This is an optimization exercise on Yosys and OpenROAD, whose aim is small area, a short achievable clock period and few clock cycles per item, not a production implementation. In this exercise RTL edits were held to simulation tests only and were not proved equivalent to the original.

Design positional_array_list_unit, start of the top module:
module positional_array_list_unit #(
  parameter int CAPACITY = pal_pkg::PAL_CAPACITY
) (
  input  wire logic                      clk,
  input  wire logic                      rst,
  input  wire logic                      req_valid,
  output      logic                      req_ready,
  input  wire logic [pal_pkg::CMD_W-1:0] req_command,
  input  wire logic [pal_pkg::POS_W-1:0] req_position,
  input  wire logic [pal_pkg::VAL_W-1:0] req_item_value,
  output      logic                      rsp_valid,
  input  wire logic                      rsp_ready,
  output      logic [pal_pkg::STS_W-1:0] rsp_status,
  output      logic [pal_pkg::VAL_W-1:0] rsp_removed_value,
  output      logic [pal_pkg::IDX_W-1:0] rsp_found_index,
  output      logic [pal_pkg::LEN_W-1:0] rsp_list_length
);
  localparam int ADDR_W = $clog2(CAPACITY);
  localparam int GRP    = 8;
  localparam int NGRP   = CAPACITY / GRP;
  localparam int GIDX_W = $clog2(GRP);
  localparam int NHI    = 8;
  localparam int NLO    = 16;
  logic                st_shift;
  logic                st_load;
  logic [NHI-1:0]      st_x_hgt, st_x_heq, st_y_hgt, st_y_heq, st_s_heq;
  logic [NLO-1:0]      st_x_lgt, st_y_lgt, st_s_leq;
  logic                st_n_shift, st_n_load;
  logic [NHI-1:0]      st_nx_hgt, st_nx_heq, st_ny_hgt, st_ny_heq, st_ns_heq;
  logic [NLO-1:0]      st_nx_lgt, st_ny_lgt, st_ns_leq;
  logic                st_nr_wrap, st_nr_some, st_nr_all;
  logic                st_wrap;
  logic                st_some;
  logic                st_all;
  logic [VAL_W-1:0]    st_valp;
  logic [NGRP-1:0]        st_g_any, st_g_any_hi;
  logic [NGRP*GIDX_W-1:0] st_g_idx, st_g_idx_hi;
  ...
For scale: ~24,000 cells after synthesis, ~4,700 flip-flops, roughly 97 I/O pins, ~240,000 um2 of cells after synthesis.
Settings: LEC_CHECK=0, CAP_MARGIN=20, CORE_MARGIN=2, CORE_UTILIZATION=34, PLACE_DENSITY=0.44, SETUP_SLACK_MARGIN=2.5, SLEW_MARGIN=20; clock period 5.5 ns.
run.sh (not shown) runs the stock make flow with config.mk's settings and CLKGATE_MAP_FILE= SYNTH_SCRIPT=/design/flow/synth_recipe.tcl, a recipe that flattens the netlist after the stock synthesis.
The baseline failed in global routing.
Testbench counts at the start, summed over its fixed seeds: cycles 5,640, items 5,600.
Next try:
CORE_UTILIZATION = 27   (was 34)
PLACE_DENSITY = 0.36   (was 0.44)
The changed run stopped in global routing on GRT-0116.
Synthesized cell count stays the same.
Area after synthesis is unchanged.

========
positional_array_list_unit, a different RTL version from the one above (not shown whole).
Size: roughly 24000 cells after synthesis, ~4800 flip-flops, ~97 I/O pins, ~240000 sq um of cells after synthesis.
Settings: LEC_CHECK=0, CAP_MARGIN=20, CELL_PAD_IN_SITES_GLOBAL_PLACEMENT=1, CORE_MARGIN=2, CORE_UTILIZATION=24, PLACE_DENSITY=0.32, SETUP_SLACK_MARGIN=2.0, SLEW_MARGIN=20; clock period 5.5 ns.
The first run did not get past 5_1_grt, error GRT-0116.
Testbench counts at the start, summed over its fixed seeds: cycles 5,640, items 5,600.
==> next run, changes <==
- CELL_PAD_IN_SITES_GLOBAL_PLACEMENT: 1 -> 2
- CORE_UTILIZATION: 24 -> 20
- PLACE_DENSITY: 0.32 -> 0.28
The changed run did not get past 5_1_grt with GRT-0116.
Synthesized cell count stays the same.
Area after synthesis does not change.

========
the reference run:
positional_array_list_unit, a different RTL version from the one above (not shown whole).
For scale: about 4300 flip-flops, roughly 97 I/O pins, roughly 0.16 mm^2 of cells after synthesis.
export LEC_CHECK = 0
export CAP_MARGIN = 20
export CORE_MARGIN = 2
export CORE_UTILIZATION = 30
export PLACE_DENSITY = 0.5
export SETUP_SLACK_MARGIN = 2.0
export SLEW_MARGIN = 20
create_clock -name core_clock -period 5.5 [get_ports {clk}]
No stage failed in the reference run, and the final checks on the layout all came back clean.
Testbench counts of the reference run, summed over its fixed seeds: cycles 208,249, items 5,600.
Inputs modified between the reference run and the trial run:
- clearing SETUP_SLACK_MARGIN, which used to be 2.0
--- outcome ---
Comparing detailed route wirelength on metal3 for the reference run and the trial run, the smaller number came from the reference run. Having completed the whole flow, the trial run delivered a layout that passed the timing, design-rule and antenna checks. The reference run -> the trial run: sum of net half-perimeters after detailed placement increased by a few percent. Re die area: no difference whatsoever between the reference run and the trial run. Post-synthesis instance area came out exactly the same in the reference run and the trial run. The trial run: share of the clock period used by the worst path 16 points above the reference run. Compared with the reference run, the trial run ends up with less cell area.

## separate check: timing with driven ports
Ports are ideal in the flow. The routed layouts listed here were re-timed in OpenROAD. Step 1: set_driving_cell puts a clkbuf_16 on clk and a buf_2 on each other input, an assumption about the parent block. Step 2, shift: input delay + t, output delay - t, t = (earliest + latest rising clock arrival at the registers) / 2. This alone moves slack from input paths to output paths. Three values: ideal, step 1, step 2; two values: the first two.
| run | t, ns | setup WS [ns] | worst hold slack (ns) | clock arrival spread, ns |
|---|---|---|---|---|
| the reference run | 1.105 | 2.002 / 2.002 / 1.469 | 0.455 / 0.455 / 0.455 | 0.101 / 0.101 |
| the trial run | 1.127 | 1.131 / 1.131 / 1.131 | 0.517 / 0.517 / 0.517 | 0.121 / 0.121 |
After both steps setup and hold are still met in every run listed. For the reference run, which loses most, drivers alone change the setup slack by 0.000 ns; drivers and shift together by -0.533 ns.
